Source: an optimization exercise on an open RTL-to-GDS flow (aim: small area, a short achievable clock period and few clock cycles per item). Production flows keep margins and buffers that such runs may drop. Only simulation tests tie the RTL to the original design; equivalence was not proved. No activity file was given, so power comes from the tool's default toggle rates.

### flow/run.sh
#!/bin/bash
# synth_recipe.tcl (not shown) runs the flow's synth.tcl, then flattens the netlist and writes it again
# the make line also repeats each setting of config.mk as NAME=value (left out here)
make -C /OpenROAD-flow-scripts/flow DESIGN_CONFIG=/design/flow/config.mk WORK_HOME=/design/flow/orfs CLKGATE_MAP_FILE= SYNTH_SCRIPT=/design/flow/synth_recipe.tcl finish
### flow/config.mk
export PLATFORM = sky130hd
export DESIGN_NAME = execTop
export DESIGN_NICKNAME = execTop
export VERILOG_FILES = /design/flow/design.v
export SDC_FILE = /design/flow/constraint.sdc
export NUM_CORES = 4
export LEC_CHECK = 0
export ABC_AREA = 1
export CAP_MARGIN = 20
export CORE_MARGIN = 2
export CORE_UTILIZATION = 40
export CTS_BUF_LIST = sky130_fd_sc_hd__clkbuf_4 sky130_fd_sc_hd__clkbuf_8
export SETUP_SLACK_MARGIN = 3.0
export SLEW_MARGIN = 20
### flow/constraint.sdc
create_clock -name core_clock -period 6.0 [get_ports {clk}]
set_input_delay 1.2000 -clock core_clock [delete_from_list [all_inputs] [get_ports {clk}]]
set_output_delay 1.2000 -clock core_clock [all_outputs]
set_load 0.01 [all_outputs]
### flow/design.v
`default_nettype none
package execPkg;
	localparam int dataWidth = 32;
	localparam int shiftWidth = 5;  
	localparam int mulDigits = 4;
	localparam int mulBits = 2 * mulDigits;
	typedef logic [dataWidth-1:0] word_t;
	typedef enum logic [2:0] {
		opAdd = 3'd0,
		opSub = 3'd1,
		opAnd = 3'd2,
		opOr = 3'd3,
		opSll = 3'd4,
		opSra = 3'd5,
		opMul = 3'd6  
	} aluOp_t;
endpackage
`default_nettype wire
`default_nettype none
module aluUnit (
	input execPkg::word_t opA,
	input execPkg::word_t opB,
	input logic [2:0] op,
	output execPkg::word_t aluSum,  
	output execPkg::word_t aluCarry,  
	output logic aluCin,  
	output logic aluNeq,
	output logic aluLt
);
	localparam int W = execPkg::dataWidth;
	logic [execPkg::shiftWidth-1:0] shAmt;
	logic shLeft;
	execPkg::word_t shIn;
	execPkg::word_t shOut;
	logic shFill;
	execPkg::word_t shStage [execPkg::shiftWidth+1];
	execPkg::word_t shRev;
	execPkg::word_t axb;
	assign shAmt = opB[execPkg::shiftWidth-1:0];  
	assign shLeft = !op[0];
	always_comb begin
		for (int i = 0; i < W; i++) begin
			shIn[i] = shLeft ? opA[W-1-i] : opA[i];
		end
	end
	assign shFill = !shLeft && opA[W-1];
	assign shStage[0] = shIn;
	for (genvar i = 0; i < execPkg::shiftWidth; i++) begin : gShift
		assign shStage[i+1] = shAmt[i]
			? {{(2**i){shFill}}, shStage[i][W-1:2**i]}
			: shStage[i];
	end
	assign shOut = shStage[execPkg::shiftWidth];
	always_comb begin
		for (int i = 0; i < W; i++) begin
			shRev[i] = shLeft ? shOut[W-1-i] : shOut[i];
		end
	end
	assign axb = opA ^ opB;
	always_comb begin
		aluCarry = '0;
		aluCin = 1'b0;
		case (op)
			execPkg::opAdd: begin
				aluSum = opA;
				aluCarry = opB;
			end
			execPkg::opSub: begin
				aluSum = opA;  
				aluCarry = ~opB;
				aluCin = 1'b1;
			end
			execPkg::opAnd: aluSum = opA & opB;
			execPkg::opOr: aluSum = opA | opB;
			execPkg::opSll: aluSum = shRev;
			execPkg::opSra: aluSum = shRev;
			default: aluSum = '0;  
		endcase
	end
	assign aluNeq = |axb;
	assign aluLt = (opA[W-1] != opB[W-1]) ? opA[W-1] : (opA[W-2:0] < opB[W-2:0]);
endmodule
module addPrefix (
	input logic [31:0] a,
	input logic [31:0] b,
	input logic cin,
	output logic [31:0] sum
);
	logic [31:0] p;
	logic [31:0] g;
	assign p = a ^ b;
	assign g = a & b;
	logic g0c;
	assign g0c = g[0] | (p[0] & cin);
	logic G0_1;
	assign G0_1 = g[1] | (p[1] & g0c);
	logic G0_3;
	assign G0_3 = g[3] | (p[3] & g[2]);
	logic P0_3;
	assign P0_3 = p[3] & p[2];
	logic G0_5;
	assign G0_5 = g[5] | (p[5] & g[4]);
	logic P0_5;
	assign P0_5 = p[5] & p[4];
	logic G0_7;
	assign G0_7 = g[7] | (p[7] & g[6]);
	logic P0_7;
	assign P0_7 = p[7] & p[6];
	logic G0_9;
	assign G0_9 = g[9] | (p[9] & g[8]);
	logic P0_9;
	assign P0_9 = p[9] & p[8];
	logic G0_11;
	assign G0_11 = g[11] | (p[11] & g[10]);
	logic P0_11;
	assign P0_11 = p[11] & p[10];
	logic G0_13;
	assign G0_13 = g[13] | (p[13] & g[12]);
	logic P0_13;
	assign P0_13 = p[13] & p[12];
	logic G0_15;
	assign G0_15 = g[15] | (p[15] & g[14]);
	logic P0_15;
	assign P0_15 = p[15] & p[14];
	logic G0_17;
	assign G0_17 = g[17] | (p[17] & g[16]);
	logic P0_17;
	assign P0_17 = p[17] & p[16];
	logic G0_19;
	assign G0_19 = g[19] | (p[19] & g[18]);
	logic P0_19;
	assign P0_19 = p[19] & p[18];
	logic G0_21;
	assign G0_21 = g[21] | (p[21] & g[20]);
	logic P0_21;
	assign P0_21 = p[21] & p[20];
	logic G0_23;
	assign G0_23 = g[23] | (p[23] & g[22]);
	logic P0_23;
	assign P0_23 = p[23] & p[22];
	logic G0_25;
	assign G0_25 = g[25] | (p[25] & g[24]);
	logic P0_25;
	assign P0_25 = p[25] & p[24];
	logic G0_27;
	assign G0_27 = g[27] | (p[27] & g[26]);
	logic P0_27;
	assign P0_27 = p[27] & p[26];
	logic G0_29;
	assign G0_29 = g[29] | (p[29] & g[28]);
	logic P0_29;
	assign P0_29 = p[29] & p[28];
	logic G0_31;
	assign G0_31 = g[31] | (p[31] & g[30]);
	logic P0_31;
	assign P0_31 = p[31] & p[30];
	logic G1_2;
	assign G1_2 = g[2] | (p[2] & G0_1);
	logic G1_3;
	assign G1_3 = G0_3 | (P0_3 & G0_1);
	logic G1_6;
	assign G1_6 = g[6] | (p[6] & G0_5);
	logic P1_6;
	assign P1_6 = p[6] & P0_5;
	logic G1_7;
	assign G1_7 = G0_7 | (P0_7 & G0_5);
	logic P1_7;
	assign P1_7 = P0_7 & P0_5;
	logic G1_10;
	assign G1_10 = g[10] | (p[10] & G0_9);
	logic P1_10;
	assign P1_10 = p[10] & P0_9;
	logic G1_11;
	assign G1_11 = G0_11 | (P0_11 & G0_9);
	logic P1_11;
	assign P1_11 = P0_11 & P0_9;
	logic G1_14;
	assign G1_14 = g[14] | (p[14] & G0_13);
	logic P1_14;
	assign P1_14 = p[14] & P0_13;
	logic G1_15;
	assign G1_15 = G0_15 | (P0_15 & G0_13);
	logic P1_15;
	assign P1_15 = P0_15 & P0_13;
	logic G1_18;
	assign G1_18 = g[18] | (p[18] & G0_17);
	logic P1_18;
	assign P1_18 = p[18] & P0_17;
	logic G1_19;
	assign G1_19 = G0_19 | (P0_19 & G0_17);
	logic P1_19;
	assign P1_19 = P0_19 & P0_17;
	logic G1_22;
	assign G1_22 = g[22] | (p[22] & G0_21);
	logic P1_22;
	assign P1_22 = p[22] & P0_21;
	logic G1_23;
	assign G1_23 = G0_23 | (P0_23 & G0_21);
	logic P1_23;
	assign P1_23 = P0_23 & P0_21;
	logic G1_26;
	assign G1_26 = g[26] | (p[26] & G0_25);
	logic P1_26;
	assign P1_26 = p[26] & P0_25;
	logic G1_27;
	assign G1_27 = G0_27 | (P0_27 & G0_25);
	logic P1_27;
	assign P1_27 = P0_27 & P0_25;
	logic G1_30;
	assign G1_30 = g[30] | (p[30] & G0_29);
	logic P1_30;
	assign P1_30 = p[30] & P0_29;
	logic G1_31;
	assign G1_31 = G0_31 | (P0_31 & G0_29);
	logic P1_31;
	assign P1_31 = P0_31 & P0_29;
	logic G2_4;
	assign G2_4 = g[4] | (p[4] & G1_3);
	logic G2_5;
	assign G2_5 = G0_5 | (P0_5 & G1_3);
	logic G2_6;
	assign G2_6 = G1_6 | (P1_6 & G1_3);
	logic G2_7;
	assign G2_7 = G1_7 | (P1_7 & G1_3);
	logic G2_12;
	assign G2_12 = g[12] | (p[12] & G1_11);
	logic P2_12;
	assign P2_12 = p[12] & P1_11;
	logic G2_13;
	assign G2_13 = G0_13 | (P0_13 & G1_11);
	logic P2_13;
	assign P2_13 = P0_13 & P1_11;
	logic G2_14;
	assign G2_14 = G1_14 | (P1_14 & G1_11);
	logic P2_14;
	assign P2_14 = P1_14 & P1_11;
	logic G2_15;
	assign G2_15 = G1_15 | (P1_15 & G1_11);
	logic P2_15;
	assign P2_15 = P1_15 & P1_11;
	logic G2_20;
	assign G2_20 = g[20] | (p[20] & G1_19);
	logic P2_20;
	assign P2_20 = p[20] & P1_19;
	logic G2_21;
	assign G2_21 = G0_21 | (P0_21 & G1_19);
	logic P2_21;
	assign P2_21 = P0_21 & P1_19;
	logic G2_22;
	assign G2_22 = G1_22 | (P1_22 & G1_19);
	logic P2_22;
	assign P2_22 = P1_22 & P1_19;
	logic G2_23;
	assign G2_23 = G1_23 | (P1_23 & G1_19);
	logic P2_23;
	assign P2_23 = P1_23 & P1_19;
	logic G2_28;
	assign G2_28 = g[28] | (p[28] & G1_27);
	logic P2_28;
	assign P2_28 = p[28] & P1_27;
	logic G2_29;
	assign G2_29 = G0_29 | (P0_29 & G1_27);
	logic P2_29;
	assign P2_29 = P0_29 & P1_27;
	logic G2_30;
	assign G2_30 = G1_30 | (P1_30 & G1_27);
	logic P2_30;
	assign P2_30 = P1_30 & P1_27;
	logic G2_31;
	assign G2_31 = G1_31 | (P1_31 & G1_27);
	logic P2_31;
	assign P2_31 = P1_31 & P1_27;
	logic G3_8;
	assign G3_8 = g[8] | (p[8] & G2_7);
	logic G3_9;
	assign G3_9 = G0_9 | (P0_9 & G2_7);
	logic G3_10;
	assign G3_10 = G1_10 | (P1_10 & G2_7);
	logic G3_11;
	assign G3_11 = G1_11 | (P1_11 & G2_7);
	logic G3_12;
	assign G3_12 = G2_12 | (P2_12 & G2_7);
	logic G3_13;
	assign G3_13 = G2_13 | (P2_13 & G2_7);
	logic G3_14;
	assign G3_14 = G2_14 | (P2_14 & G2_7);
	logic G3_15;
	assign G3_15 = G2_15 | (P2_15 & G2_7);
	logic G3_24;
	assign G3_24 = g[24] | (p[24] & G2_23);
	logic P3_24;
	assign P3_24 = p[24] & P2_23;
	logic G3_25;
	assign G3_25 = G0_25 | (P0_25 & G2_23);
	logic P3_25;
	assign P3_25 = P0_25 & P2_23;
	logic G3_26;
	assign G3_26 = G1_26 | (P1_26 & G2_23);
	logic P3_26;
	assign P3_26 = P1_26 & P2_23;
	logic G3_27;
	assign G3_27 = G1_27 | (P1_27 & G2_23);
	logic P3_27;
	assign P3_27 = P1_27 & P2_23;
	logic G3_28;
	assign G3_28 = G2_28 | (P2_28 & G2_23);
	logic P3_28;
	assign P3_28 = P2_28 & P2_23;
	logic G3_29;
	assign G3_29 = G2_29 | (P2_29 & G2_23);
	logic P3_29;
	assign P3_29 = P2_29 & P2_23;
	logic G3_30;
	assign G3_30 = G2_30 | (P2_30 & G2_23);
	logic P3_30;
	assign P3_30 = P2_30 & P2_23;
	logic G3_31;
	assign G3_31 = G2_31 | (P2_31 & G2_23);
	logic P3_31;
	assign P3_31 = P2_31 & P2_23;
	logic G4_16;
	assign G4_16 = g[16] | (p[16] & G3_15);
	logic G4_17;
	assign G4_17 = G0_17 | (P0_17 & G3_15);
	logic G4_18;
	assign G4_18 = G1_18 | (P1_18 & G3_15);
	logic G4_19;
	assign G4_19 = G1_19 | (P1_19 & G3_15);
	logic G4_20;
	assign G4_20 = G2_20 | (P2_20 & G3_15);
	logic G4_21;
	assign G4_21 = G2_21 | (P2_21 & G3_15);
	logic G4_22;
	assign G4_22 = G2_22 | (P2_22 & G3_15);
	logic G4_23;
	assign G4_23 = G2_23 | (P2_23 & G3_15);
	logic G4_24;
	assign G4_24 = G3_24 | (P3_24 & G3_15);
	logic G4_25;
	assign G4_25 = G3_25 | (P3_25 & G3_15);
	logic G4_26;
	assign G4_26 = G3_26 | (P3_26 & G3_15);
	logic G4_27;
	assign G4_27 = G3_27 | (P3_27 & G3_15);
	logic G4_28;
	assign G4_28 = G3_28 | (P3_28 & G3_15);
	logic G4_29;
	assign G4_29 = G3_29 | (P3_29 & G3_15);
	logic G4_30;
	assign G4_30 = G3_30 | (P3_30 & G3_15);
	logic G4_31;
	assign G4_31 = G3_31 | (P3_31 & G3_15);
	logic [31:0] c;
	assign c = {G4_30, G4_29, G4_28, G4_27, G4_26, G4_25, G4_24, G4_23, G4_22, G4_21, G4_20, G4_19, G4_18, G4_17, G4_16, G3_15, G3_14, G3_13, G3_12, G3_11, G3_10, G3_9, G3_8, G2_7, G2_6, G2_5, G2_4, G1_3, G1_2, G0_1, g0c, cin};
	assign sum = p ^ c;
endmodule
`default_nettype wire
`default_nettype none
module mulUnit (
	input execPkg::word_t mcand,  
	input logic [execPkg::mulDigits-1:0] digOne,  
	input logic [execPkg::mulDigits-1:0] digTwo,
	input logic [execPkg::mulDigits-1:0] digNeg,
	input execPkg::word_t accSum,  
	input execPkg::word_t accCarry,
	output execPkg::word_t nextSum,
	output execPkg::word_t nextCarry
);
	boothStep tree (
		.mc(mcand),
		.one(digOne),
		.two(digTwo),
		.neg(digNeg),
		.s(accSum),
		.c(accCarry),
		.os(nextSum),
		.oc(nextCarry)
	);
endmodule
module boothStep (
	input logic [31:0] mc,  
	input logic [3:0] one,  
	input logic [3:0] two,  
	input logic [3:0] neg,  
	input logic [31:0] s,
	input logic [31:0] c,
	output logic [31:0] os,
	output logic [31:0] oc
);
	logic one0, two0, neg0;
	logic [31:0] pp0;
	logic one1, two1, neg1;
	logic [31:2] pp1;
	logic one2, two2, neg2;
	logic [31:4] pp2;
	logic one3, two3, neg3;
	logic [31:6] pp3;
	logic fs1;
	logic fc2;
	logic fs3;
	logic fc4;
	logic fs5;
	logic fc6;
	logic fs7;
	logic fc8;
	logic fs9;
	logic fc10;
	logic fs11;
	logic fc12;
	logic fs13;
	logic fc14;
	logic fs15;
	logic fc16;
	logic fs17;
	logic fc18;
	logic fs19;
	logic fc20;
	logic fs21;
	logic fc22;
	logic fs23;
	logic fc24;
	logic fs25;
	logic fc26;
	logic fs27;
	logic fc28;
	logic fs29;
	logic fc30;
	logic fs31;
	logic fc32;
	logic fs33;
	logic fc34;
	logic fs35;
	logic fc36;
	logic fs37;
	logic fc38;
	logic fs39;
	logic fc40;
	logic fs41;
	logic fc42;
	logic fs43;
	logic fc44;
	logic fs45;
	logic fc46;
	logic fs47;
	logic fc48;
	logic fs49;
	logic fc50;
	logic fs51;
	logic fc52;
	logic fs53;
	logic fc54;
	logic fs55;
	logic fc56;
	logic fs57;
	logic fc58;
	logic fs59;
	logic fc60;
	logic fs61;
	logic fc62;
	logic fs63;
	logic fc64;
	logic fs65;
	logic fc66;
	logic fs67;
	logic fc68;
	logic fs69;
	logic fc70;
	logic fs71;
	logic fc72;
	logic fs73;
	logic fc74;
	logic fs75;
	logic fc76;
	logic fs77;
	logic fc78;
	logic fs79;
	logic fc80;
	logic fs81;
	logic fc82;
	logic fs83;
	logic fc84;
	logic fs85;
	logic fc86;
	logic fs87;
	logic fc88;
	logic fs89;
	logic fc90;
	logic fs91;
	logic fc92;
	logic fs93;
	logic fc94;
	logic fs95;
	logic fc96;
	logic fs97;
	logic fc98;
	logic fs99;
	logic fc100;
	logic fs101;
	logic fc102;
	logic fs103;
	logic fc104;
	logic fs105;
	logic fc106;
	logic fs107;
	logic fc108;
	logic fs109;
	logic fc110;
	logic fs111;
	logic fc112;
	logic fs113;
	logic fc114;
	logic fs115;
	logic fc116;
	logic fs117;
	logic fc118;
	logic fs119;
	logic fc120;
	logic fs121;
	logic fc122;
	logic fs123;
	logic fc124;
	logic fs125;
	logic fc126;
	logic fs127;
	logic fc128;
	logic fs129;
	logic fc130;
	logic fs131;
	logic fc132;
	logic fs133;
	logic fc134;
	logic fs135;
	logic fc136;
	logic fs137;
	logic fc138;
	logic fs139;
	logic fc140;
	logic fs141;
	logic fc142;
	logic fs143;
	logic fc144;
	logic fs145;
	logic fc146;
	logic fs147;
	logic fc148;
	logic fs149;
	logic fc150;
	logic fs151;
	logic fc152;
	logic fs153;
	logic fc154;
	logic fs155;
	logic fc156;
	logic fs157;
	logic fc158;
	logic fs159;
	logic fc160;
	logic fs161;
	logic fc162;
	logic fs163;
	logic fc164;
	logic fs165;
	logic fc166;
	logic fs167;
	logic fc168;
	logic fs169;
	logic fc170;
	logic fs171;
	logic fc172;
	logic fs173;
	logic fc174;
	logic fs175;
	logic fc176;
	logic fs177;
	logic fc178;
	logic fs179;
	logic fc180;
	logic fs181;
	logic fc182;
	logic fs183;
	logic fc184;
	logic fs185;
	logic fc186;
	logic fs187;
	logic fc188;
	logic fs189;
	logic fc190;
	logic fs191;
	logic fc192;
	logic fs193;
	logic fc194;
	logic fs195;
	logic fc196;
	logic fs197;
	logic fc198;
	logic fs199;
	logic fc200;
	logic fs201;
	logic fc202;
	logic fs203;
	logic fc204;
	logic fs205;
	logic fc206;
	logic fs207;
	logic fc208;
	logic fs209;
	logic fc210;
	logic fs211;
	logic fc212;
	logic fs213;
	logic fc214;
	logic fs215;
	logic fc216;
	logic fs217;
	logic fc218;
	logic fs219;
	logic fc220;
	logic fs221;
	logic fc222;
	logic fs223;
	logic fc224;
	logic fs225;
	logic fs226;
	logic fs227;
	logic fs228;
	assign one0 = one[0];
	assign two0 = two[0];
	assign neg0 = neg[0];
	assign pp0[0] = (one0 & mc[0]) ^ neg0;
	assign pp0[1] = ((one0 & mc[1]) | (two0 & mc[0])) ^ neg0;
	assign pp0[2] = ((one0 & mc[2]) | (two0 & mc[1])) ^ neg0;
	assign pp0[3] = ((one0 & mc[3]) | (two0 & mc[2])) ^ neg0;
	assign pp0[4] = ((one0 & mc[4]) | (two0 & mc[3])) ^ neg0;
	assign pp0[5] = ((one0 & mc[5]) | (two0 & mc[4])) ^ neg0;
	assign pp0[6] = ((one0 & mc[6]) | (two0 & mc[5])) ^ neg0;
	assign pp0[7] = ((one0 & mc[7]) | (two0 & mc[6])) ^ neg0;
	assign pp0[8] = ((one0 & mc[8]) | (two0 & mc[7])) ^ neg0;
	assign pp0[9] = ((one0 & mc[9]) | (two0 & mc[8])) ^ neg0;
	assign pp0[10] = ((one0 & mc[10]) | (two0 & mc[9])) ^ neg0;
	assign pp0[11] = ((one0 & mc[11]) | (two0 & mc[10])) ^ neg0;
	assign pp0[12] = ((one0 & mc[12]) | (two0 & mc[11])) ^ neg0;
	assign pp0[13] = ((one0 & mc[13]) | (two0 & mc[12])) ^ neg0;
	assign pp0[14] = ((one0 & mc[14]) | (two0 & mc[13])) ^ neg0;
	assign pp0[15] = ((one0 & mc[15]) | (two0 & mc[14])) ^ neg0;
	assign pp0[16] = ((one0 & mc[16]) | (two0 & mc[15])) ^ neg0;
	assign pp0[17] = ((one0 & mc[17]) | (two0 & mc[16])) ^ neg0;
	assign pp0[18] = ((one0 & mc[18]) | (two0 & mc[17])) ^ neg0;
	assign pp0[19] = ((one0 & mc[19]) | (two0 & mc[18])) ^ neg0;
	assign pp0[20] = ((one0 & mc[20]) | (two0 & mc[19])) ^ neg0;
	assign pp0[21] = ((one0 & mc[21]) | (two0 & mc[20])) ^ neg0;
	assign pp0[22] = ((one0 & mc[22]) | (two0 & mc[21])) ^ neg0;
	assign pp0[23] = ((one0 & mc[23]) | (two0 & mc[22])) ^ neg0;
	assign pp0[24] = ((one0 & mc[24]) | (two0 & mc[23])) ^ neg0;
	assign pp0[25] = ((one0 & mc[25]) | (two0 & mc[24])) ^ neg0;
	assign pp0[26] = ((one0 & mc[26]) | (two0 & mc[25])) ^ neg0;
	assign pp0[27] = ((one0 & mc[27]) | (two0 & mc[26])) ^ neg0;
	assign pp0[28] = ((one0 & mc[28]) | (two0 & mc[27])) ^ neg0;
	assign pp0[29] = ((one0 & mc[29]) | (two0 & mc[28])) ^ neg0;
	assign pp0[30] = ((one0 & mc[30]) | (two0 & mc[29])) ^ neg0;
	assign pp0[31] = ((one0 & mc[31]) | (two0 & mc[30])) ^ neg0;
	assign one1 = one[1];
	assign two1 = two[1];
	assign neg1 = neg[1];
	assign pp1[2] = (one1 & mc[0]) ^ neg1;
	assign pp1[3] = ((one1 & mc[1]) | (two1 & mc[0])) ^ neg1;
	assign pp1[4] = ((one1 & mc[2]) | (two1 & mc[1])) ^ neg1;
	assign pp1[5] = ((one1 & mc[3]) | (two1 & mc[2])) ^ neg1;
	assign pp1[6] = ((one1 & mc[4]) | (two1 & mc[3])) ^ neg1;
	assign pp1[7] = ((one1 & mc[5]) | (two1 & mc[4])) ^ neg1;
	assign pp1[8] = ((one1 & mc[6]) | (two1 & mc[5])) ^ neg1;
	assign pp1[9] = ((one1 & mc[7]) | (two1 & mc[6])) ^ neg1;
	assign pp1[10] = ((one1 & mc[8]) | (two1 & mc[7])) ^ neg1;
	assign pp1[11] = ((one1 & mc[9]) | (two1 & mc[8])) ^ neg1;
	assign pp1[12] = ((one1 & mc[10]) | (two1 & mc[9])) ^ neg1;
	assign pp1[13] = ((one1 & mc[11]) | (two1 & mc[10])) ^ neg1;
	assign pp1[14] = ((one1 & mc[12]) | (two1 & mc[11])) ^ neg1;
	assign pp1[15] = ((one1 & mc[13]) | (two1 & mc[12])) ^ neg1;
	assign pp1[16] = ((one1 & mc[14]) | (two1 & mc[13])) ^ neg1;
	assign pp1[17] = ((one1 & mc[15]) | (two1 & mc[14])) ^ neg1;
	assign pp1[18] = ((one1 & mc[16]) | (two1 & mc[15])) ^ neg1;
	assign pp1[19] = ((one1 & mc[17]) | (two1 & mc[16])) ^ neg1;
	assign pp1[20] = ((one1 & mc[18]) | (two1 & mc[17])) ^ neg1;
	assign pp1[21] = ((one1 & mc[19]) | (two1 & mc[18])) ^ neg1;
	assign pp1[22] = ((one1 & mc[20]) | (two1 & mc[19])) ^ neg1;
	assign pp1[23] = ((one1 & mc[21]) | (two1 & mc[20])) ^ neg1;
	assign pp1[24] = ((one1 & mc[22]) | (two1 & mc[21])) ^ neg1;
	assign pp1[25] = ((one1 & mc[23]) | (two1 & mc[22])) ^ neg1;
	assign pp1[26] = ((one1 & mc[24]) | (two1 & mc[23])) ^ neg1;
	assign pp1[27] = ((one1 & mc[25]) | (two1 & mc[24])) ^ neg1;
	assign pp1[28] = ((one1 & mc[26]) | (two1 & mc[25])) ^ neg1;
	assign pp1[29] = ((one1 & mc[27]) | (two1 & mc[26])) ^ neg1;
	assign pp1[30] = ((one1 & mc[28]) | (two1 & mc[27])) ^ neg1;
	assign pp1[31] = ((one1 & mc[29]) | (two1 & mc[28])) ^ neg1;
	assign one2 = one[2];
	assign two2 = two[2];
	assign neg2 = neg[2];
	assign pp2[4] = (one2 & mc[0]) ^ neg2;
	assign pp2[5] = ((one2 & mc[1]) | (two2 & mc[0])) ^ neg2;
	assign pp2[6] = ((one2 & mc[2]) | (two2 & mc[1])) ^ neg2;
	assign pp2[7] = ((one2 & mc[3]) | (two2 & mc[2])) ^ neg2;
	assign pp2[8] = ((one2 & mc[4]) | (two2 & mc[3])) ^ neg2;
	assign pp2[9] = ((one2 & mc[5]) | (two2 & mc[4])) ^ neg2;
	assign pp2[10] = ((one2 & mc[6]) | (two2 & mc[5])) ^ neg2;
	assign pp2[11] = ((one2 & mc[7]) | (two2 & mc[6])) ^ neg2;
	assign pp2[12] = ((one2 & mc[8]) | (two2 & mc[7])) ^ neg2;
	assign pp2[13] = ((one2 & mc[9]) | (two2 & mc[8])) ^ neg2;
	assign pp2[14] = ((one2 & mc[10]) | (two2 & mc[9])) ^ neg2;
	assign pp2[15] = ((one2 & mc[11]) | (two2 & mc[10])) ^ neg2;
	assign pp2[16] = ((one2 & mc[12]) | (two2 & mc[11])) ^ neg2;
	assign pp2[17] = ((one2 & mc[13]) | (two2 & mc[12])) ^ neg2;
	assign pp2[18] = ((one2 & mc[14]) | (two2 & mc[13])) ^ neg2;
	assign pp2[19] = ((one2 & mc[15]) | (two2 & mc[14])) ^ neg2;
	assign pp2[20] = ((one2 & mc[16]) | (two2 & mc[15])) ^ neg2;
	assign pp2[21] = ((one2 & mc[17]) | (two2 & mc[16])) ^ neg2;
	assign pp2[22] = ((one2 & mc[18]) | (two2 & mc[17])) ^ neg2;
	assign pp2[23] = ((one2 & mc[19]) | (two2 & mc[18])) ^ neg2;
	assign pp2[24] = ((one2 & mc[20]) | (two2 & mc[19])) ^ neg2;
	assign pp2[25] = ((one2 & mc[21]) | (two2 & mc[20])) ^ neg2;
	assign pp2[26] = ((one2 & mc[22]) | (two2 & mc[21])) ^ neg2;
	assign pp2[27] = ((one2 & mc[23]) | (two2 & mc[22])) ^ neg2;
	assign pp2[28] = ((one2 & mc[24]) | (two2 & mc[23])) ^ neg2;
	assign pp2[29] = ((one2 & mc[25]) | (two2 & mc[24])) ^ neg2;
	assign pp2[30] = ((one2 & mc[26]) | (two2 & mc[25])) ^ neg2;
	assign pp2[31] = ((one2 & mc[27]) | (two2 & mc[26])) ^ neg2;
	assign one3 = one[3];
	assign two3 = two[3];
	assign neg3 = neg[3];
	assign pp3[6] = (one3 & mc[0]) ^ neg3;
	assign pp3[7] = ((one3 & mc[1]) | (two3 & mc[0])) ^ neg3;
	assign pp3[8] = ((one3 & mc[2]) | (two3 & mc[1])) ^ neg3;
	assign pp3[9] = ((one3 & mc[3]) | (two3 & mc[2])) ^ neg3;
	assign pp3[10] = ((one3 & mc[4]) | (two3 & mc[3])) ^ neg3;
	assign pp3[11] = ((one3 & mc[5]) | (two3 & mc[4])) ^ neg3;
	assign pp3[12] = ((one3 & mc[6]) | (two3 & mc[5])) ^ neg3;
	assign pp3[13] = ((one3 & mc[7]) | (two3 & mc[6])) ^ neg3;
	assign pp3[14] = ((one3 & mc[8]) | (two3 & mc[7])) ^ neg3;
	assign pp3[15] = ((one3 & mc[9]) | (two3 & mc[8])) ^ neg3;
	assign pp3[16] = ((one3 & mc[10]) | (two3 & mc[9])) ^ neg3;
	assign pp3[17] = ((one3 & mc[11]) | (two3 & mc[10])) ^ neg3;
	assign pp3[18] = ((one3 & mc[12]) | (two3 & mc[11])) ^ neg3;
	assign pp3[19] = ((one3 & mc[13]) | (two3 & mc[12])) ^ neg3;
	assign pp3[20] = ((one3 & mc[14]) | (two3 & mc[13])) ^ neg3;
	assign pp3[21] = ((one3 & mc[15]) | (two3 & mc[14])) ^ neg3;
	assign pp3[22] = ((one3 & mc[16]) | (two3 & mc[15])) ^ neg3;
	assign pp3[23] = ((one3 & mc[17]) | (two3 & mc[16])) ^ neg3;
	assign pp3[24] = ((one3 & mc[18]) | (two3 & mc[17])) ^ neg3;
	assign pp3[25] = ((one3 & mc[19]) | (two3 & mc[18])) ^ neg3;
	assign pp3[26] = ((one3 & mc[20]) | (two3 & mc[19])) ^ neg3;
	assign pp3[27] = ((one3 & mc[21]) | (two3 & mc[20])) ^ neg3;
	assign pp3[28] = ((one3 & mc[22]) | (two3 & mc[21])) ^ neg3;
	assign pp3[29] = ((one3 & mc[23]) | (two3 & mc[22])) ^ neg3;
	assign pp3[30] = ((one3 & mc[24]) | (two3 & mc[23])) ^ neg3;
	assign pp3[31] = ((one3 & mc[25]) | (two3 & mc[24])) ^ neg3;
	assign fs1 = neg0 ^ s[0] ^ c[0];
	assign fc2 = (neg0 & s[0]) | (neg0 & c[0]) | (s[0] & c[0]);
	assign fs3 = s[1] ^ c[1] ^ fc2;
	assign fc4 = (s[1] & c[1]) | (s[1] & fc2) | (c[1] & fc2);
	assign fs5 = neg1 ^ s[2] ^ c[2];
	assign fc6 = (neg1 & s[2]) | (neg1 & c[2]) | (s[2] & c[2]);
	assign fs7 = pp0[2] ^ pp1[2] ^ fs5;
	assign fc8 = (pp0[2] & pp1[2]) | (pp0[2] & fs5) | (pp1[2] & fs5);
	assign fs9 = s[3] ^ c[3] ^ fc6;
	assign fc10 = (s[3] & c[3]) | (s[3] & fc6) | (c[3] & fc6);
	assign fs11 = pp0[3] ^ pp1[3] ^ fc8;
	assign fc12 = (pp0[3] & pp1[3]) | (pp0[3] & fc8) | (pp1[3] & fc8);
	assign fs13 = neg2 ^ s[4] ^ c[4];
	assign fc14 = (neg2 & s[4]) | (neg2 & c[4]) | (s[4] & c[4]);
	assign fs15 = pp0[4] ^ pp1[4] ^ pp2[4];
	assign fc16 = (pp0[4] & pp1[4]) | (pp0[4] & pp2[4]) | (pp1[4] & pp2[4]);
	assign fs17 = fs13 ^ fc10 ^ fs15;
	assign fc18 = (fs13 & fc10) | (fs13 & fs15) | (fc10 & fs15);
	assign fs19 = s[5] ^ c[5] ^ fc14;
	assign fc20 = (s[5] & c[5]) | (s[5] & fc14) | (c[5] & fc14);
	assign fs21 = pp0[5] ^ pp1[5] ^ pp2[5];
	assign fc22 = (pp0[5] & pp1[5]) | (pp0[5] & pp2[5]) | (pp1[5] & pp2[5]);
	assign fs23 = fc16 ^ fs19 ^ fs21;
	assign fc24 = (fc16 & fs19) | (fc16 & fs21) | (fs19 & fs21);
	assign fs25 = neg3 ^ s[6] ^ c[6];
	assign fc26 = (neg3 & s[6]) | (neg3 & c[6]) | (s[6] & c[6]);
	assign fs27 = pp0[6] ^ pp1[6] ^ pp2[6];
	assign fc28 = (pp0[6] & pp1[6]) | (pp0[6] & pp2[6]) | (pp1[6] & pp2[6]);
	assign fs29 = pp3[6] ^ fs25 ^ fc20;
	assign fc30 = (pp3[6] & fs25) | (pp3[6] & fc20) | (fs25 & fc20);
	assign fs31 = fc22 ^ fs27 ^ fs29;
	assign fc32 = (fc22 & fs27) | (fc22 & fs29) | (fs27 & fs29);
	assign fs33 = s[7] ^ c[7] ^ fc26;
	assign fc34 = (s[7] & c[7]) | (s[7] & fc26) | (c[7] & fc26);
	assign fs35 = pp0[7] ^ pp1[7] ^ pp2[7];
	assign fc36 = (pp0[7] & pp1[7]) | (pp0[7] & pp2[7]) | (pp1[7] & pp2[7]);
	assign fs37 = pp3[7] ^ fc28 ^ fs33;
	assign fc38 = (pp3[7] & fc28) | (pp3[7] & fs33) | (fc28 & fs33);
	assign fs39 = fs35 ^ fc30 ^ fs37;
	assign fc40 = (fs35 & fc30) | (fs35 & fs37) | (fc30 & fs37);
	assign fs41 = s[8] ^ c[8] ^ pp0[8];
	assign fc42 = (s[8] & c[8]) | (s[8] & pp0[8]) | (c[8] & pp0[8]);
	assign fs43 = pp1[8] ^ pp2[8] ^ pp3[8];
	assign fc44 = (pp1[8] & pp2[8]) | (pp1[8] & pp3[8]) | (pp2[8] & pp3[8]);
	assign fs45 = fc34 ^ fc36 ^ fs41;
	assign fc46 = (fc34 & fc36) | (fc34 & fs41) | (fc36 & fs41);
	assign fs47 = fs43 ^ fc38 ^ fs45;
	assign fc48 = (fs43 & fc38) | (fs43 & fs45) | (fc38 & fs45);
	assign fs49 = s[9] ^ c[9] ^ pp0[9];
	assign fc50 = (s[9] & c[9]) | (s[9] & pp0[9]) | (c[9] & pp0[9]);
	assign fs51 = pp1[9] ^ pp2[9] ^ pp3[9];
	assign fc52 = (pp1[9] & pp2[9]) | (pp1[9] & pp3[9]) | (pp2[9] & pp3[9]);
	assign fs53 = fc42 ^ fc44 ^ fs49;
	assign fc54 = (fc42 & fc44) | (fc42 & fs49) | (fc44 & fs49);
	assign fs55 = fs51 ^ fc46 ^ fs53;
	assign fc56 = (fs51 & fc46) | (fs51 & fs53) | (fc46 & fs53);
	assign fs57 = s[10] ^ c[10] ^ pp0[10];
	assign fc58 = (s[10] & c[10]) | (s[10] & pp0[10]) | (c[10] & pp0[10]);
	assign fs59 = pp1[10] ^ pp2[10] ^ pp3[10];
	assign fc60 = (pp1[10] & pp2[10]) | (pp1[10] & pp3[10]) | (pp2[10] & pp3[10]);
	assign fs61 = fc50 ^ fc52 ^ fs57;
	assign fc62 = (fc50 & fc52) | (fc50 & fs57) | (fc52 & fs57);
	assign fs63 = fs59 ^ fc54 ^ fs61;
	assign fc64 = (fs59 & fc54) | (fs59 & fs61) | (fc54 & fs61);
	assign fs65 = s[11] ^ c[11] ^ pp0[11];
	assign fc66 = (s[11] & c[11]) | (s[11] & pp0[11]) | (c[11] & pp0[11]);
	assign fs67 = pp1[11] ^ pp2[11] ^ pp3[11];
	assign fc68 = (pp1[11] & pp2[11]) | (pp1[11] & pp3[11]) | (pp2[11] & pp3[11]);
	assign fs69 = fc58 ^ fc60 ^ fs65;
	assign fc70 = (fc58 & fc60) | (fc58 & fs65) | (fc60 & fs65);
	assign fs71 = fs67 ^ fc62 ^ fs69;
	assign fc72 = (fs67 & fc62) | (fs67 & fs69) | (fc62 & fs69);
	assign fs73 = s[12] ^ c[12] ^ pp0[12];
	assign fc74 = (s[12] & c[12]) | (s[12] & pp0[12]) | (c[12] & pp0[12]);
	assign fs75 = pp1[12] ^ pp2[12] ^ pp3[12];
	assign fc76 = (pp1[12] & pp2[12]) | (pp1[12] & pp3[12]) | (pp2[12] & pp3[12]);
	assign fs77 = fc66 ^ fc68 ^ fs73;
	assign fc78 = (fc66 & fc68) | (fc66 & fs73) | (fc68 & fs73);
	assign fs79 = fs75 ^ fc70 ^ fs77;
	assign fc80 = (fs75 & fc70) | (fs75 & fs77) | (fc70 & fs77);
	assign fs81 = s[13] ^ c[13] ^ pp0[13];
	assign fc82 = (s[13] & c[13]) | (s[13] & pp0[13]) | (c[13] & pp0[13]);
	assign fs83 = pp1[13] ^ pp2[13] ^ pp3[13];
	assign fc84 = (pp1[13] & pp2[13]) | (pp1[13] & pp3[13]) | (pp2[13] & pp3[13]);
	assign fs85 = fc74 ^ fc76 ^ fs81;
	assign fc86 = (fc74 & fc76) | (fc74 & fs81) | (fc76 & fs81);
	assign fs87 = fs83 ^ fc78 ^ fs85;
	assign fc88 = (fs83 & fc78) | (fs83 & fs85) | (fc78 & fs85);
	assign fs89 = s[14] ^ c[14] ^ pp0[14];
	assign fc90 = (s[14] & c[14]) | (s[14] & pp0[14]) | (c[14] & pp0[14]);
	assign fs91 = pp1[14] ^ pp2[14] ^ pp3[14];
	assign fc92 = (pp1[14] & pp2[14]) | (pp1[14] & pp3[14]) | (pp2[14] & pp3[14]);
	assign fs93 = fc82 ^ fc84 ^ fs89;
	assign fc94 = (fc82 & fc84) | (fc82 & fs89) | (fc84 & fs89);
	assign fs95 = fs91 ^ fc86 ^ fs93;
	assign fc96 = (fs91 & fc86) | (fs91 & fs93) | (fc86 & fs93);
	assign fs97 = s[15] ^ c[15] ^ pp0[15];
	assign fc98 = (s[15] & c[15]) | (s[15] & pp0[15]) | (c[15] & pp0[15]);
	assign fs99 = pp1[15] ^ pp2[15] ^ pp3[15];
	assign fc100 = (pp1[15] & pp2[15]) | (pp1[15] & pp3[15]) | (pp2[15] & pp3[15]);
	assign fs101 = fc90 ^ fc92 ^ fs97;
	assign fc102 = (fc90 & fc92) | (fc90 & fs97) | (fc92 & fs97);
	assign fs103 = fs99 ^ fc94 ^ fs101;
	assign fc104 = (fs99 & fc94) | (fs99 & fs101) | (fc94 & fs101);
	assign fs105 = s[16] ^ c[16] ^ pp0[16];
	assign fc106 = (s[16] & c[16]) | (s[16] & pp0[16]) | (c[16] & pp0[16]);
	assign fs107 = pp1[16] ^ pp2[16] ^ pp3[16];
	assign fc108 = (pp1[16] & pp2[16]) | (pp1[16] & pp3[16]) | (pp2[16] & pp3[16]);
	assign fs109 = fc98 ^ fc100 ^ fs105;
	assign fc110 = (fc98 & fc100) | (fc98 & fs105) | (fc100 & fs105);
	assign fs111 = fs107 ^ fc102 ^ fs109;
	assign fc112 = (fs107 & fc102) | (fs107 & fs109) | (fc102 & fs109);
	assign fs113 = s[17] ^ c[17] ^ pp0[17];
	assign fc114 = (s[17] & c[17]) | (s[17] & pp0[17]) | (c[17] & pp0[17]);
	assign fs115 = pp1[17] ^ pp2[17] ^ pp3[17];
	assign fc116 = (pp1[17] & pp2[17]) | (pp1[17] & pp3[17]) | (pp2[17] & pp3[17]);
	assign fs117 = fc106 ^ fc108 ^ fs113;
	assign fc118 = (fc106 & fc108) | (fc106 & fs113) | (fc108 & fs113);
	assign fs119 = fs115 ^ fc110 ^ fs117;
	assign fc120 = (fs115 & fc110) | (fs115 & fs117) | (fc110 & fs117);
	assign fs121 = s[18] ^ c[18] ^ pp0[18];
	assign fc122 = (s[18] & c[18]) | (s[18] & pp0[18]) | (c[18] & pp0[18]);
	assign fs123 = pp1[18] ^ pp2[18] ^ pp3[18];
	assign fc124 = (pp1[18] & pp2[18]) | (pp1[18] & pp3[18]) | (pp2[18] & pp3[18]);
	assign fs125 = fc114 ^ fc116 ^ fs121;
	assign fc126 = (fc114 & fc116) | (fc114 & fs121) | (fc116 & fs121);
	assign fs127 = fs123 ^ fc118 ^ fs125;
	assign fc128 = (fs123 & fc118) | (fs123 & fs125) | (fc118 & fs125);
	assign fs129 = s[19] ^ c[19] ^ pp0[19];
	assign fc130 = (s[19] & c[19]) | (s[19] & pp0[19]) | (c[19] & pp0[19]);
	assign fs131 = pp1[19] ^ pp2[19] ^ pp3[19];
	assign fc132 = (pp1[19] & pp2[19]) | (pp1[19] & pp3[19]) | (pp2[19] & pp3[19]);
	assign fs133 = fc122 ^ fc124 ^ fs129;
	assign fc134 = (fc122 & fc124) | (fc122 & fs129) | (fc124 & fs129);
	assign fs135 = fs131 ^ fc126 ^ fs133;
	assign fc136 = (fs131 & fc126) | (fs131 & fs133) | (fc126 & fs133);
	assign fs137 = s[20] ^ c[20] ^ pp0[20];
	assign fc138 = (s[20] & c[20]) | (s[20] & pp0[20]) | (c[20] & pp0[20]);
	assign fs139 = pp1[20] ^ pp2[20] ^ pp3[20];
	assign fc140 = (pp1[20] & pp2[20]) | (pp1[20] & pp3[20]) | (pp2[20] & pp3[20]);
	assign fs141 = fc130 ^ fc132 ^ fs137;
	assign fc142 = (fc130 & fc132) | (fc130 & fs137) | (fc132 & fs137);
	assign fs143 = fs139 ^ fc134 ^ fs141;
	assign fc144 = (fs139 & fc134) | (fs139 & fs141) | (fc134 & fs141);
	assign fs145 = s[21] ^ c[21] ^ pp0[21];
	assign fc146 = (s[21] & c[21]) | (s[21] & pp0[21]) | (c[21] & pp0[21]);
	assign fs147 = pp1[21] ^ pp2[21] ^ pp3[21];
	assign fc148 = (pp1[21] & pp2[21]) | (pp1[21] & pp3[21]) | (pp2[21] & pp3[21]);
	assign fs149 = fc138 ^ fc140 ^ fs145;
	assign fc150 = (fc138 & fc140) | (fc138 & fs145) | (fc140 & fs145);
	assign fs151 = fs147 ^ fc142 ^ fs149;
	assign fc152 = (fs147 & fc142) | (fs147 & fs149) | (fc142 & fs149);
	assign fs153 = s[22] ^ c[22] ^ pp0[22];
	assign fc154 = (s[22] & c[22]) | (s[22] & pp0[22]) | (c[22] & pp0[22]);
	assign fs155 = pp1[22] ^ pp2[22] ^ pp3[22];
	assign fc156 = (pp1[22] & pp2[22]) | (pp1[22] & pp3[22]) | (pp2[22] & pp3[22]);
	assign fs157 = fc146 ^ fc148 ^ fs153;
	assign fc158 = (fc146 & fc148) | (fc146 & fs153) | (fc148 & fs153);
	assign fs159 = fs155 ^ fc150 ^ fs157;
	assign fc160 = (fs155 & fc150) | (fs155 & fs157) | (fc150 & fs157);
	assign fs161 = s[23] ^ c[23] ^ pp0[23];
	assign fc162 = (s[23] & c[23]) | (s[23] & pp0[23]) | (c[23] & pp0[23]);
	assign fs163 = pp1[23] ^ pp2[23] ^ pp3[23];
	assign fc164 = (pp1[23] & pp2[23]) | (pp1[23] & pp3[23]) | (pp2[23] & pp3[23]);
	assign fs165 = fc154 ^ fc156 ^ fs161;
	assign fc166 = (fc154 & fc156) | (fc154 & fs161) | (fc156 & fs161);
	assign fs167 = fs163 ^ fc158 ^ fs165;
	assign fc168 = (fs163 & fc158) | (fs163 & fs165) | (fc158 & fs165);
	assign fs169 = s[24] ^ c[24] ^ pp0[24];
	assign fc170 = (s[24] & c[24]) | (s[24] & pp0[24]) | (c[24] & pp0[24]);
	assign fs171 = pp1[24] ^ pp2[24] ^ pp3[24];
	assign fc172 = (pp1[24] & pp2[24]) | (pp1[24] & pp3[24]) | (pp2[24] & pp3[24]);
	assign fs173 = fc162 ^ fc164 ^ fs169;
	assign fc174 = (fc162 & fc164) | (fc162 & fs169) | (fc164 & fs169);
	assign fs175 = fs171 ^ fc166 ^ fs173;
	assign fc176 = (fs171 & fc166) | (fs171 & fs173) | (fc166 & fs173);
	assign fs177 = s[25] ^ c[25] ^ pp0[25];
	assign fc178 = (s[25] & c[25]) | (s[25] & pp0[25]) | (c[25] & pp0[25]);
	assign fs179 = pp1[25] ^ pp2[25] ^ pp3[25];
	assign fc180 = (pp1[25] & pp2[25]) | (pp1[25] & pp3[25]) | (pp2[25] & pp3[25]);
	assign fs181 = fc170 ^ fc172 ^ fs177;
	assign fc182 = (fc170 & fc172) | (fc170 & fs177) | (fc172 & fs177);
	assign fs183 = fs179 ^ fc174 ^ fs181;
	assign fc184 = (fs179 & fc174) | (fs179 & fs181) | (fc174 & fs181);
	assign fs185 = s[26] ^ c[26] ^ pp0[26];
	assign fc186 = (s[26] & c[26]) | (s[26] & pp0[26]) | (c[26] & pp0[26]);
	assign fs187 = pp1[26] ^ pp2[26] ^ pp3[26];
	assign fc188 = (pp1[26] & pp2[26]) | (pp1[26] & pp3[26]) | (pp2[26] & pp3[26]);
	assign fs189 = fc178 ^ fc180 ^ fs185;
	assign fc190 = (fc178 & fc180) | (fc178 & fs185) | (fc180 & fs185);
	assign fs191 = fs187 ^ fc182 ^ fs189;
	assign fc192 = (fs187 & fc182) | (fs187 & fs189) | (fc182 & fs189);
	assign fs193 = s[27] ^ c[27] ^ pp0[27];
	assign fc194 = (s[27] & c[27]) | (s[27] & pp0[27]) | (c[27] & pp0[27]);
	assign fs195 = pp1[27] ^ pp2[27] ^ pp3[27];
	assign fc196 = (pp1[27] & pp2[27]) | (pp1[27] & pp3[27]) | (pp2[27] & pp3[27]);
	assign fs197 = fc186 ^ fc188 ^ fs193;
	assign fc198 = (fc186 & fc188) | (fc186 & fs193) | (fc188 & fs193);
	assign fs199 = fs195 ^ fc190 ^ fs197;
	assign fc200 = (fs195 & fc190) | (fs195 & fs197) | (fc190 & fs197);
	assign fs201 = s[28] ^ c[28] ^ pp0[28];
	assign fc202 = (s[28] & c[28]) | (s[28] & pp0[28]) | (c[28] & pp0[28]);
	assign fs203 = pp1[28] ^ pp2[28] ^ pp3[28];
	assign fc204 = (pp1[28] & pp2[28]) | (pp1[28] & pp3[28]) | (pp2[28] & pp3[28]);
	assign fs205 = fc194 ^ fc196 ^ fs201;
	assign fc206 = (fc194 & fc196) | (fc194 & fs201) | (fc196 & fs201);
	assign fs207 = fs203 ^ fc198 ^ fs205;
	assign fc208 = (fs203 & fc198) | (fs203 & fs205) | (fc198 & fs205);
	assign fs209 = s[29] ^ c[29] ^ pp0[29];
	assign fc210 = (s[29] & c[29]) | (s[29] & pp0[29]) | (c[29] & pp0[29]);
	assign fs211 = pp1[29] ^ pp2[29] ^ pp3[29];
	assign fc212 = (pp1[29] & pp2[29]) | (pp1[29] & pp3[29]) | (pp2[29] & pp3[29]);
	assign fs213 = fc202 ^ fc204 ^ fs209;
	assign fc214 = (fc202 & fc204) | (fc202 & fs209) | (fc204 & fs209);
	assign fs215 = fs211 ^ fc206 ^ fs213;
	assign fc216 = (fs211 & fc206) | (fs211 & fs213) | (fc206 & fs213);
	assign fs217 = s[30] ^ c[30] ^ pp0[30];
	assign fc218 = (s[30] & c[30]) | (s[30] & pp0[30]) | (c[30] & pp0[30]);
	assign fs219 = pp1[30] ^ pp2[30] ^ pp3[30];
	assign fc220 = (pp1[30] & pp2[30]) | (pp1[30] & pp3[30]) | (pp2[30] & pp3[30]);
	assign fs221 = fc210 ^ fc212 ^ fs217;
	assign fc222 = (fc210 & fc212) | (fc210 & fs217) | (fc212 & fs217);
	assign fs223 = fs219 ^ fc214 ^ fs221;
	assign fc224 = (fs219 & fc214) | (fs219 & fs221) | (fc214 & fs221);
	assign fs225 = s[31] ^ c[31] ^ pp0[31];
	assign fs226 = pp1[31] ^ pp2[31] ^ pp3[31];
	assign fs227 = fc218 ^ fc220 ^ fs225;
	assign fs228 = fs226 ^ fc222 ^ fs227;
	assign os = {fc224, fc216, fc208, fc200, fc192, fc184, fc176, fc168, fc160, fc152, fc144, fc136, fc128, fc120, fc112, fc104, fc96, fc88, fc80, fc72, fc64, fc56, fc48, fc40, fc32, fc24, fc18, fc12, fs9, fc4, pp0[1], pp0[0]};
	assign oc = {fs228, fs223, fs215, fs207, fs199, fs191, fs183, fs175, fs167, fs159, fs151, fs143, fs135, fs127, fs119, fs111, fs103, fs95, fs87, fs79, fs71, fs63, fs55, fs47, fs39, fs31, fs23, fs17, fs11, fs7, fs3, fs1};
endmodule
`default_nettype wire
`default_nettype none
module execControl (
	input logic clk,
	input logic rst,
	input logic start,
	input logic [2:0] op,
	input execPkg::word_t opA,
	input execPkg::word_t opB,
	output execPkg::word_t latA,
	output execPkg::word_t latB,
	output logic [2:0] latOp,
	output logic [execPkg::mulDigits-1:0] digOne,  
	output logic [execPkg::mulDigits-1:0] digTwo,
	output logic [execPkg::mulDigits-1:0] digNeg,
	input execPkg::word_t aluSum,
	input execPkg::word_t aluCarry,
	input logic aluCin,
	input logic aluNeq,
	input logic aluLt,
	input execPkg::word_t nextSum,
	input execPkg::word_t nextCarry,
	output execPkg::word_t accSum,
	output execPkg::word_t accCarry,
	output logic firstStep,
	output execPkg::word_t result,
	output logic neq,
	output logic lt,
	output logic done,
	output logic busy
);
	localparam int W = execPkg::dataWidth;
	localparam int NB = execPkg::mulBits;
	localparam int D = execPkg::mulDigits;
	logic accept;
	logic valid;  
	logic last;  
	logic nextLast;
	logic stepping;  
	logic shift;  
	logic shiftQ;
	logic mulAccept;
	logic nextStepping;
	logic rowsDone;  
	logic accCin;
	logic rowNeq;  
	logic rowLt;
	execPkg::word_t sum;
	logic [NB:0] digBits;  
	logic [D-1:0] nextOne;
	logic [D-1:0] nextTwo;
	logic [D-1:0] nextNeg;
	assign shift = shiftQ;
	assign busy = shiftQ;
	assign accept = start && !busy && (op != 3'd7);  
	assign mulAccept = accept && (op == execPkg::opMul);
	assign nextStepping = mulAccept || shift;
	always_ff @(posedge clk) begin
		if (rst) begin
			valid <= 1'b0;
			firstStep <= 1'b0;
			stepping <= 1'b0;
			shiftQ <= 1'b0;
			rowsDone <= 1'b0;
			done <= 1'b0;
		end else begin
			valid <= accept;
			firstStep <= mulAccept;
			stepping <= nextStepping;
			shiftQ <= nextStepping && !nextLast;
			rowsDone <= (valid && !firstStep) || (stepping && last);
			done <= rowsDone;
		end
	end
	always_ff @(posedge clk) begin
		if (shift) begin
			latA <= latA << NB;
			latB <= {{NB{latB[W-1]}}, latB[W-1:NB]};  
		end else begin
			latA <= opA;
			latB <= opB;
			latOp <= op;
		end
	end
	assign digBits = shift ? latB[2*NB-1:NB-1] : {opB[NB-1:0], 1'b0};
	assign nextLast = shift ? (latB[W-1:2*NB-1] == {(W-2*NB+1){latB[W-1]}})
		: (opB[W-1:NB-1] == {(W-NB+1){opB[W-1]}});
	always_comb begin
		for (int j = 0; j < D; j++) begin
			nextOne[j] = digBits[2*j+1] ^ digBits[2*j];
			nextTwo[j] = (digBits[2*j+2] && !digBits[2*j+1] && !digBits[2*j])
				|| (!digBits[2*j+2] && digBits[2*j+1] && digBits[2*j]);
			nextNeg[j] = digBits[2*j+2];
		end
	end
	always_ff @(posedge clk) begin
		digOne <= nextOne;
		digTwo <= nextTwo;
		digNeg <= nextNeg;
		last <= nextLast;
	end
	always_ff @(posedge clk) begin
		if (stepping) begin
			accSum <= nextSum;
			accCarry <= nextCarry;
			accCin <= 1'b0;
		end else begin
			accSum <= aluSum;
			accCarry <= aluCarry;
			accCin <= aluCin;
		end
		if (valid) begin
			rowNeq <= aluNeq;
			rowLt <= aluLt;
		end
		result <= sum;
		neq <= rowNeq;
		lt <= rowLt;
	end
	addPrefix adder (
		.a(accSum),
		.b(accCarry),
		.cin(accCin),
		.sum(sum)
	);
endmodule
`default_nettype wire
`default_nettype none
module execTop (
	input logic clk,
	input logic rst,
	input logic start,
	input logic [2:0] op,  
	input logic [31:0] opA,
	input logic [31:0] opB,
	output logic [31:0] result,
	output logic neq,
	output logic lt,
	output logic done,
	output logic busy
);
	execPkg::word_t latA;
	execPkg::word_t latB;
	logic [2:0] latOp;
	logic [execPkg::mulDigits-1:0] digOne;
	logic [execPkg::mulDigits-1:0] digTwo;
	logic [execPkg::mulDigits-1:0] digNeg;
	execPkg::word_t aluSum;
	execPkg::word_t aluCarry;
	logic aluCin;
	logic aluNeq;
	logic aluLt;
	execPkg::word_t nextSum;
	execPkg::word_t nextCarry;
	execPkg::word_t accSum;
	execPkg::word_t accCarry;
	logic firstStep;
	execControl control (
		.clk(clk),
		.rst(rst),
		.start(start),
		.op(op),
		.opA(opA),
		.opB(opB),
		.latA(latA),
		.latB(latB),
		.latOp(latOp),
		.digOne(digOne),
		.digTwo(digTwo),
		.digNeg(digNeg),
		.aluSum(aluSum),
		.aluCarry(aluCarry),
		.aluCin(aluCin),
		.aluNeq(aluNeq),
		.aluLt(aluLt),
		.nextSum(nextSum),
		.nextCarry(nextCarry),
		.accSum(accSum),
		.accCarry(accCarry),
		.firstStep(firstStep),
		.result(result),
		.neq(neq),
		.lt(lt),
		.done(done),
		.busy(busy)
	);
	aluUnit alu (
		.opA(latA),
		.opB(latB),
		.op(latOp),
		.aluSum(aluSum),
		.aluCarry(aluCarry),
		.aluCin(aluCin),
		.aluNeq(aluNeq),
		.aluLt(aluLt)
	);
	mulUnit mul (
		.mcand(latA),
		.digOne(digOne),
		.digTwo(digTwo),
		.digNeg(digNeg),
		.accSum(firstStep ? '0 : accSum),
		.accCarry(firstStep ? '0 : accCarry),
		.nextSum(nextSum),
		.nextCarry(nextCarry)
	);
endmodule
`default_nettype wire
==> impl_metrics.yaml, run 1 <==
global_routing:
  grt.overflow.total: 0
  grt_pass1_wl_mm: 101
  met1_usage_pct: 40.8
  grtUsageMet3_pct: 6.28
  antenna_found_initial: 2
  track_usage_pct: 31.0
  grt_util_met2_pct: 48.7
  grt_pass1_vias: 16173
  grt-busiest-layer: "met2"
  grt_max_degree: 92
critical_path:
  crit_type: "flop to flop"
  cp-start-kind: "flop"
  crit_required_ns: 6.47
  worstSetupEndpointType: "flop"
  critPathMaxFanout: 6
  cp.arrival_ns: 3.47
timing:
  fmax_mhz: 333
  hold_viol: 0
  final-setup-viol-count: 0
  worst_pin_slew_ns: 0.997
  rsz0062_at_grt: "true"
  period_minus_slack_ns: 3.00
  fin_ws_ns: 3.00
  tns_ns: 0
  fin_crit_sh_pct: 50.0
  drv_slew: 0
  slew-limit-headroom_pct: 32.9
  fin_skew_ns: 0.0262
detailed_routing:
  dr.pass1.iters: 6
  vias: 16829
  drc: 0
  drt-initial-drc-count: 1845
  wl_per_cell_microns: 23.5
  antenna_left: 0
  wl_mm: 67.8
  viasPerCell: 5.84
floorplanning:
  num_rows: 75
  core_sq_mm: 0.0419
  die_area_sq_mm: 0.0439
  pin_count: 106
  start_util_pct: 40.4
  die_h_microns: 210
  die_w_microns: 210
clocking:
  clockRootBuffer: "clkbuf_8"
  ctsHtreeMaxLevel: 4
  cts_buffer_depth: 2
  path_clk_slew_ns: 0.10
  cts_tree: "done"
  clock_sinks: 183
  postCtsHoldBufs: 0
  clk_latency_ns: 0.60
  cts_buffers: 17
final_layout:
  multi_input_area_sq_mm: 0.0117
  syn_to_final_growth_pct: 14.1
  seqCellArea_sq_mm: 0.00376
  drive_above_1_share_pct: 9.09
  layout.nets: 2644
  fill_cells: 4243
flow_run:
  drv_cap: 0
synthesis:
  synth_top_area_share_pct: 21.0
  synth_cells: 2270
  yosys-top-cells-area: "dfxtp_1, fa_1, nand2_1"
  yosysSeqAreaShare_pct: 22.0
  synth_warnings: 3
  netlist_area_sq_mm: 0.0169
  synth_edf_count: 6
  ys_ff_latch: 183
  synth.avg_cell_area_sq_um: 7.44
  synth_cell_type_count: 54
  syn_nets: 2582
  synth_top_area_cell: "dfxtp_1"
  yosysMostFrequentCell: "nand2_1"
  synth_common_cells: "nand2_1, nand3_1, inv_1"
  async_flop_share_pct: 0
  ys.flop_type: "dfxtp_1"
placement:
  port_buffers: 105
  place_ws_ns: 2.41
  place_congestion: 1.02
  hpwlAfterDp_mm: 48.5
pwr:
  totalPowerFinal_mw: 5.39
  leakage_nw: 9.01
  vdd_drop_max_mv: 0.201
  power_density_mw_per_mm2: 280
min_path:
  min_path_type: "flop to flop"
outcome:
  outcome: "no timing/DRC/antenna violations"
placed cells by master, fill, tap and decap left out, types with 13 or more instances in the layout:
cell type and count:
dfxtp_1 153, fa_1 117, clkinvlp_4 19, o22ai_1 133
nand3_1 280, nor2_1 143, o22a_1 29, dfxtp_2 20
o21ai_0 97, clkdlybuf4s50_1 105, a21oi_1 78, inv_1 196
buf_4 60, nand2_1 436, ha_1 124, clkbuf_8 18
xor2_1 133, nand4_1 13, nand2_2 16
flip-flops by register name (all words and copies together) (netlist names), 3 cells and up:
name	count
control.digNeg	3
control.latA	32
control.digTwo	4
control.accCarry	32
control.latOp	3
control.accSum	32
control.result	32
control.digOne	4
control.latB	29
final cells by class:
cell class	instances	share of cell area [%]
tap	539	3.50
multi-input combinational	1709	60.5
sequential	183	19.5
timing repair inverter	1	0.0389
clock buffer	21	1.40
clock inverter	8	0.532
inverter	238	5.23
antenna	2	0.0260
timing repair buffer	182	9.29
final timing paths:
path	depth (start not counted)	slack [ns]	start	endpoint
setup / recovery	10	3.00	control.firstStep	control.accCarry[7]
hold reg to reg	0	0.36	control.rowNeq	control.neq
setup reg to reg	10	3.00	control.firstStep	control.accCarry[7]
hold / removal	0	0.36	control.rowNeq	control.neq
cell families (layout without fill, tap and decap cells):
group | after synthesis | in the layout | share of synthesized area (%)
AOI/OAI and AO/OA | 395 | 395 | 14.3
and+or+nand+nor | 927 | 927 | 23.8
other | 0 | 2 | 0
adders and majority gates | 242 | 242 | 23.2
DFF | 183 | 183 | 22.0
xor gates and xnor gates | 145 | 145 | 7.61
buffers and inverters | 378 | 450 | 9.15
critical path: stages (launching register included):
cell	delay, ns
dfxtp_4	0.38
buf_12	0.13
clkinvlp_4	0.06
buf_6	0.14
nand2_4	0.06
fa_2	0.39
fa_1	0.53
inv_2	0.04
fa_1	0.52
fa_1	0.42
o22a_1	0.21
stage by stage:
stage | hold WS [ns] | cells | utilization [%] | cell area [sq um]
6_report | 0.358 | 2883 | 46.1 | 19300
3_3_place_gp | 0.334 | 2799 | 43.4 | 18200
3_5_place_dp | 0.335 | 2799 | 43.4 | 18200
4_1_cts | 0.359 | 2859 | 45.3 | 19000
2_1_floorplan | 0.323 | 2270 | - | 16900
5_1_grt | 0.365 | 2882 | 46.1 | 19300
power by group:
group | switching [mW] | internal (mW) | leakage (nW)
sequential | 0.160 | 1.42 | 1.54
clock | 0.509 | 0.387 | 0.188
combinational | 1.69 | 1.22 | 7.28
total | 2.36 | 3.03 | 9.01
per-layer routing:
layer	wire [microns]	up-vias	part of all wire [%]
met5	13	-	0.019
met4	3530	2	5.2
met3	6230	185	9.2
met2	30500	940	45
met1	27600	8059	41
li1	-	7643	-
timing repair:
item	4_1_cts	5_1_grt
buffers inserted	29	21
pin swaps	1	4
gates resized for setup	49	44
cloned	2	1
setup endpoints to repair	57	53
Testbench counts, summed over its fixed seeds: cycles 15,655, ops 12,000.
==> inputs of run 2 (changes only) <==
--- a/flow/config.mk
+++ b/flow/config.mk
@@ -10,5 +10,6 @@
 export CORE_MARGIN = 2
 export CORE_UTILIZATION = 40
 export CTS_BUF_LIST = sky130_fd_sc_hd__clkbuf_4 sky130_fd_sc_hd__clkbuf_8
+export PLACE_DENSITY = 0.75
 export SETUP_SLACK_MARGIN = 3.0
 export SLEW_MARGIN = 20
==> run 2 against run 1 <==
Design area rose by 1.1%. Critical path depth down 2. Non-clock buffer count rose by 16. Via count increased by 2.2%. Largest cell class unchanged. First-iteration DRC count increased by 33%. Sequential cell count unchanged. Die area is the same. Core utilization is 0.49 points higher. Synthesized cell count did not move. Sequential share of layout area decreased by 0.13 points. Final cell count up 0.76%. Clock skew shrank 0.0032 ns.
==> impl_metrics.yaml, run 2 <==
synthesis:
  synth.avg_cell_area_sq_um: 7.44
  synth_cells: 2270
  async_flop_share_pct: 0
  yosys-top-cells-area: "dfxtp_1, fa_1, nand2_1"
  synth_top_area_share_pct: 21.0
  syn_nets: 2582
  synth_cell_type_count: 54
  synth_common_cells: "nand2_1, nand3_1, inv_1"
  ys_ff_latch: 183
  yosysMostFrequentCell: "nand2_1"
  synth_warnings: 3
  synth_top_area_cell: "dfxtp_1"
  ys.flop_type: "dfxtp_1"
  yosysSeqAreaShare_pct: 22.0
  synth_edf_count: 6
  netlist_area_sq_mm: 0.0169
critical_path:
  slowest_delay_ns: 0.55
  path_cells: "clkinvlp_4 > buf_4 > o22ai_1 > xor2_1 > fa_1 > fa_1 > fa_1 > o22a_1"
  crit_type: "flop to flop"
  critPathMaxFanout: 6
  cpLargestDelayFamily: "adder cells"
  cp_common_cell: "fa_1"
  r2r_start: "control.digOne[3]"
  cp-start-kind: "flop"
  worstSetupEndpointType: "flop"
  startpoint: "control.digOne[3]"
  cp.arrival_ns: 3.37
  crit_buf_inv: 2
  cp_slowest_cell: "fa_1"
  crit_required_ns: 6.41
timing:
  holdWs_ns: 0.366
  worst_pin_slew_ns: 1.06
  tns_ns: 0
  fmax_mhz: 338
  fin_ws_ns: 3.04
  rsz0062_at_grt: "true"
  hold_viol: 0
  drv_slew: 0
  slew-limit-headroom_pct: 29.1
  fin_crit_sh_pct: 49.3
  final-setup-viol-count: 0
  fin_skew_ns: 0.0229
  period_minus_slack_ns: 2.96
outcome:
  outcome: "no timing/DRC/antenna violations"
pwr:
  vdd_drop_max_mv: 0.167
  leakage_nw: 9.08
  power_density_mw_per_mm2: 277
  totalPowerFinal_mw: 5.41
clocking:
  postCtsHoldBufs: 0
  path_clk_slew_ns: 0.12
  clockRootBuffer: "clkbuf_8"
  ctsHtreeMaxLevel: 4
  clk_latency_ns: 0.51
  clock_sinks: 183
  cts_buffers: 17
  cts_buffer_depth: 2
  cts_tree: "done"
floorplanning:
  core_sq_mm: 0.0419
  num_rows: 75
  die_area_sq_mm: 0.0439
  start_util_pct: 40.4
  die_w_microns: 210
  die_h_microns: 210
  pin_count: 106
placement:
  hpwlAfterDp_mm: 46.7
  place_ws_ns: 2.51
  placed_area_sq_mm: 0.0181
  dpl.cell_count: 2795
  place_congestion: 1.06
  port_buffers: 105
final_layout:
  drive_above_1_share_pct: 10.5
  layout.nets: 2664
  fill_cells: 4088
  syn_to_final_growth_pct: 15.3
  design_area_sq_mm: 0.0195
  final_common_cell: "nand2_1"
  instances_no_fill: 2905
  layout_common_cells: "nand2_1, nand3_1, inv_1"
  utilization_pct: 46.6
global_routing:
  grt.overflow.total: 0
  grt_pass1_wl_mm: 98.9
  track_usage_pct: 29.9
  antenna_found_initial: 2
  grt_pass1_vias: 16264
  grt_max_degree: 92
min_path:
  min_path_type: "flop to flop"
  worstHoldStart: "control.rowNeq"
detailed_routing:
  drt-initial-drc-count: 2448
  vias: 17199
  viasPerCell: 5.92
  drc: 0
  dr.pass1.iters: 11
  antenna_left: 0
  wl_mm: 66.3
  wl_per_cell_microns: 22.8
flow_run:
  drv_cap: 0
## run 2: per-layer routing
metal / GRT usage (%) / part of all wire, %
met5: 0 / 0.15
met4: 15.7 / 6.4
met3: 7.21 / 11
met2: 45.9 / 43
met1: 39.0 / 39
## run 2: cell type report
class                      count  area, sq um  share of cell area [%]
inverter                     238         1020                    5.25
tap                          539          674                    3.46
clock inverter                13          135                   0.694
multi-input combinational   1709        11700                    59.9
timing repair buffer         198         1910                    9.83
timing repair inverter         5         37.5                   0.193
antenna                        1         2.50                  0.0128
clock buffer                  19          249                    1.28
sequential                   183         3780                    19.4
## run 2: worst reg2reg max path, cell delays in order (launching register included)
cell,delay [ns]
dfxtp_1,0.54
clkinvlp_4,0.15
buf_4,0.19
o22ai_1,0.21
xor2_1,0.11
fa_1,0.42
fa_1,0.55
fa_1,0.46
o22a_1,0.23
## run 2: cells by family after synthesis
logic type,count (synthesis),synth area share [%]
compound gates,395,14.3
xor+xnor,145,7.61
fa+ha+maj,242,23.2
buf+inv,378,9.15
flops,183,22.0
simple gates,927,23.8
## run 2: worst paths after layout
path | end | slack [ns] | cells after the start
worst max-delay path | control.accCarry[9] | 3.04 | 8
worst min-delay path | control.neq | 0.37 | 0
worst max register to register | control.accCarry[9] | 3.04 | 8
worst min register to register | control.neq | 0.37 | 0
## run 2: timing repair
| action | CTS | global route |
|---|---|---|
| endpoints found under the hold margin | 0 | 0 |
| endpoints found under the setup margin | 59 | 60 |
| cloned | 7 | 0 |
| buffers inserted | 32 | 38 |
| gates resized for setup | 47 | 54 |
| pin swaps | 0 | 5 |
## run 2: power breakdown
group / internal [mW] / switching [mW]
clock: 0.351 / 0.527
sequential: 1.42 / 0.168
combinational: 1.24 / 1.70

-- afterwards: timing with drivers on the ports --
In the flow no input, the clock included, has a driving cell. The finished layouts below were timed again as built, in two steps. Step 1 sets driving cells, clkbuf_16 on the clock port and buf_2 on the other inputs (assumed; they add their load-dependent delay and slew). Step 2 adds t to the input delays and takes it off the output delays; t is the mean of the earliest and latest rising clock arrival at the registers after step 1. Input paths then give back, and output paths get back, about the clock's delay inside the block. a / b / c = ideal ports / drivers / drivers and shift; a / b = the first two.
| run | shift t [ns] | setup slack, ns | worst register clock-pin slew, ns |
|---|---|---|---|
| run 1 | 0.635 | 2.999 / 2.999 / 2.648 | 0.11 / 0.11 |
| run 2 | 0.560 | 3.045 / 3.045 / 2.774 | 0.12 / 0.12 |
After both steps setup and hold are still met in every run listed. For run 1, which loses most, drivers alone change the setup slack by 0.000 ns; drivers and shift together by -0.351 ns.
